From an optimization exercise on the open Yosys and OpenROAD flow, aimed at small area; shortcuts taken in it are not production practice.
In this exercise RTL edits were held to simulation tests only and were not proved equivalent to the original.
Power is estimated from default activity; no workload was simulated.

## JK
Design us_frontend_top, start of the top module:
module us_frontend_top (
	input logic clock_50,
	input logic rst_n,
	input logic [6-1:0] s_awaddr,
	input logic s_awvalid,
	output logic s_awready,
	input logic [32-1:0] s_wdata,
	input logic [32/8-1:0] s_wstrb,
	input logic s_wvalid,
	output logic s_wready,
	output logic [1:0] s_bresp,
	output logic s_bvalid,
	input logic s_bready,
	input logic [6-1:0] s_araddr,
	input logic s_arvalid,
	output logic s_arready,
	output logic [32-1:0] s_rdata,
	output logic [1:0] s_rresp,
	output logic s_rvalid,
	input logic s_rready,
	output logic bf_spi_cs_n,
	output logic bf_spi_sck,
	output logic bf_spi_sdo,
	input logic bf_spi_sdi,
	output logic bf_tx_en,
	output logic bf_reset,
	output logic pulser_en,
	output logic txrx_spi_en,  
	output logic txrx_sw_off,
	output logic [11-1:0] mux_cnt,
	output logic fifo_en  
);
Size: about 1500 cells after synthesis, about 120 I/O pins.
clock: 10.0 ns
lec_check: 0
cap_margin: 5
core_margin: 2
core_utilization: 60
gpl_timing_driven: 0
slew_margin: 5
standard.sh (not shown) runs the stock make flow with config.mk's settings and CLKGATE_MAP_FILE= SYNTH_SCRIPT=/design/flow/synth_recipe.tcl, a recipe that flattens the netlist after the stock synthesis.
==> flow/flow/run.sh <==
#!/bin/bash
# The standard layout, with three changes:
#  - after the standard synthesis, the gates between the registers are re-mapped by ABC
#    for area (reabc.tcl); every register keeps its instance, name and cell
#  - port buffers use the small sky130_fd_sc_hd__buf_1 (every port is still buffered)
#  - CTS clusters up to 30 sinks per leaf buffer and inserts no dummy loads
set -euo pipefail
export BUFFER_PORTS_ARGS="-buffer_cell sky130_fd_sc_hd__buf_1"
export CTS_ARGS="-sink_clustering_enable -repair_clock_nets -sink_clustering_size 30 -sink_clustering_max_diameter 100 -dont_use_dummy_load"

bash standard.sh synth > synth.log 2>&1

R=orfs/results/$FLOW_PLATFORM/us_frontend_top/base
cp $R/1_2_yosys.v std_1_2_yosys.v
export REABC_IN=std_1_2_yosys.v
export REABC_OUT=$R/1_2_yosys.v
export REABC_LIB=$FLOW_HOME/platforms/$FLOW_PLATFORM/lib/sky130_fd_sc_hd__tt_025C_1v80.lib
export REABC_SCRIPT=$(pwd)/flow/reabc.abc
export REABC_DONT_USE="$(grep -o -- '-dont_use [^ ]*' orfs/logs/$FLOW_PLATFORM/us_frontend_top/base/1_2_yosys.log | awk '{print $2}' | sort -u | tr '\n' ' ')"
yosys -c flow/reabc.tcl -l reabc.log > reabc.out 2>&1
rm -f $R/1_synth.odb $R/1_synth.sdc

bash standard.sh > standard.log 2>&1
Other scripts of this flow, unchanged in this note and not shown: flow/flow/reabc.abc, flow/flow/reabc.tcl
--- input diff JK..MS ---
Settings: a change of CAP_MARGIN from 5 to 20; a deleted GPL_TIMING_DRIVEN that had been 0; a change of SLEW_MARGIN from 5 to 20.
### Flow results
Both conditions hold for MS: the flow ran to the end and the final layout passed the timing, DRC and antenna checks.
Final instance area for MS is lower than for JK.
Of MS and JK, the higher fraction of the cycle the final worst path needs belongs to JK.
Diff MS..JK | via count | negligible
Comparing MS and JK, the lower worst hold slack was measured on MS.
Against JK, MS comes in about 0.7% higher on via-per-instance ratio.
Diff JK -> MS: synthesized area now sits at about the same level, wire length of the first global-routing pass did not really move, total internal power moved down.
Relative to JK, the detailed-routed wire length on met3 measured on MS has increased by more than 10%.
Logic depth of the worst setup path including buffers, MS and JK: higher on MS
Est. power | MS vs JK | MS lower

========
Another version of the RTL of us_frontend_top (not shown whole).
Size in the first run: ~1,600 cells after synthesis, roughly 120 I/O pins, about 20,000 sq um of cells after synthesis.
clock: 10.0 ns
lec_check: 0
cap_margin: 20
core_margin: 2
core_utilization: 70
slew_margin: 20
==> flow/flow/reabc.abc <==
strash
 &get -n
 &deepsyn -T 60
 &put
 dch -f
 amap -F 20 -A 30 -C 5000
 topo
 strash
 dch -f
 amap -F 20 -A 30 -C 5000
 topo
==> flow/flow/reabc.tcl <==
# Re-map the combinational logic of the standard synthesis netlist for area.
# Registers and tie cells are kept as they are (same instances, names and cells);
# only the gates between them are rebuilt by ABC.
# env: REABC_IN, REABC_OUT, REABC_LIB, REABC_SCRIPT, REABC_DONT_USE
yosys -import
set lib $::env(REABC_LIB)
read_liberty -ignore_miss_func $lib
read_verilog $::env(REABC_IN)
hierarchy -check -top $::env(FLOW_TOP)
set keep {}
foreach c [split [exec grep -o {sky130_fd_sc_hd__[a-z0-9_]*} $::env(REABC_IN) | sort -u] "\n"] {
  if {[regexp {df|conb|dl} $c]} { lappend keep $c }
}
puts "kept cells: $keep"
foreach c $keep { setattr -mod -set keep_hierarchy 1 $c }
flatten
# wires named after the flattened gate pins carry no design name
yosys rename -hide w:_*_.*
foreach c $keep { blackbox $c }
techmap
opt_expr
opt_clean
set du {}
foreach c $::env(REABC_DONT_USE) { lappend du -dont_use $c }
abc -liberty $lib {*}$du -script $::env(REABC_SCRIPT)
opt_clean
hilomap -singleton -hicell sky130_fd_sc_hd__conb_1 HI -locell sky130_fd_sc_hd__conb_1 LO
splitnets
opt_clean -purge
insbuf -buf sky130_fd_sc_hd__buf_4 A X
hierarchy -top $::env(FLOW_TOP)
write_verilog -noattr -nohex -nodec $::env(REABC_OUT)
# read the result back against the cell library and check it
design -reset
read_liberty -lib $lib
read_verilog $::env(REABC_OUT)
hierarchy -check -top $::env(FLOW_TOP)
check -assert -mapped
tee -o $::env(REABC_OUT).stat stat -liberty $lib
Scripts as last shown in full above: flow/flow/run.sh
Next try:
==> flow/flow/reabc.abc (replaced) <==
strash
&get -n
&deepsyn -T 60
&put
dch -f
amap -F 20 -A 30 -C 5000
topo
PLACE_DENSITY = 0.85   (was unset)
Result:
- final cell count goes down slightly
- clock power barely changes
- global-route usage goes down by 4.7 points
- fmax grows by a quarter to a third

## separate check: timing with driven ports
The results above use ideal ports. As a check the final layouts listed here were re-extracted and re-timed, cells and wires unchanged. Step 1: set_driving_cell puts a clkbuf_16 on clock_50 and a buf_2 on each other input, an assumption about the parent block. Step 2 times the ports against the registers' clock, not the clock port: input delays grow and output delays shrink by t, the midpoint of the rising clock arrivals with the driver on. Slacks: no drivers / after step 1 / after step 2; pairs: no drivers / after step 1.
run | t (ns) | slack for setup (ns) | slew at the worst register clock pin (ns) | worst data-port slew with drivers (ns) | pins driven straight from the clock port
JK | 0.610 | 3.720 / 3.720 / 3.720 | 0.12 / 0.12 | 0.04 | 1
MS | 0.611 | 4.227 / 4.227 / 4.227 | 0.12 / 0.12 | 0.04 | 1
the first run of note 2 | 0.604 | 2.593 / 2.593 / 2.593 | 0.11 / 0.11 | 0.04 | 1
the second run of note 2 | 0.589 | 4.322 / 4.322 / 4.322 | 0.12 / 0.12 | 0.04 | 1
After both steps setup and hold are still met in every run listed.
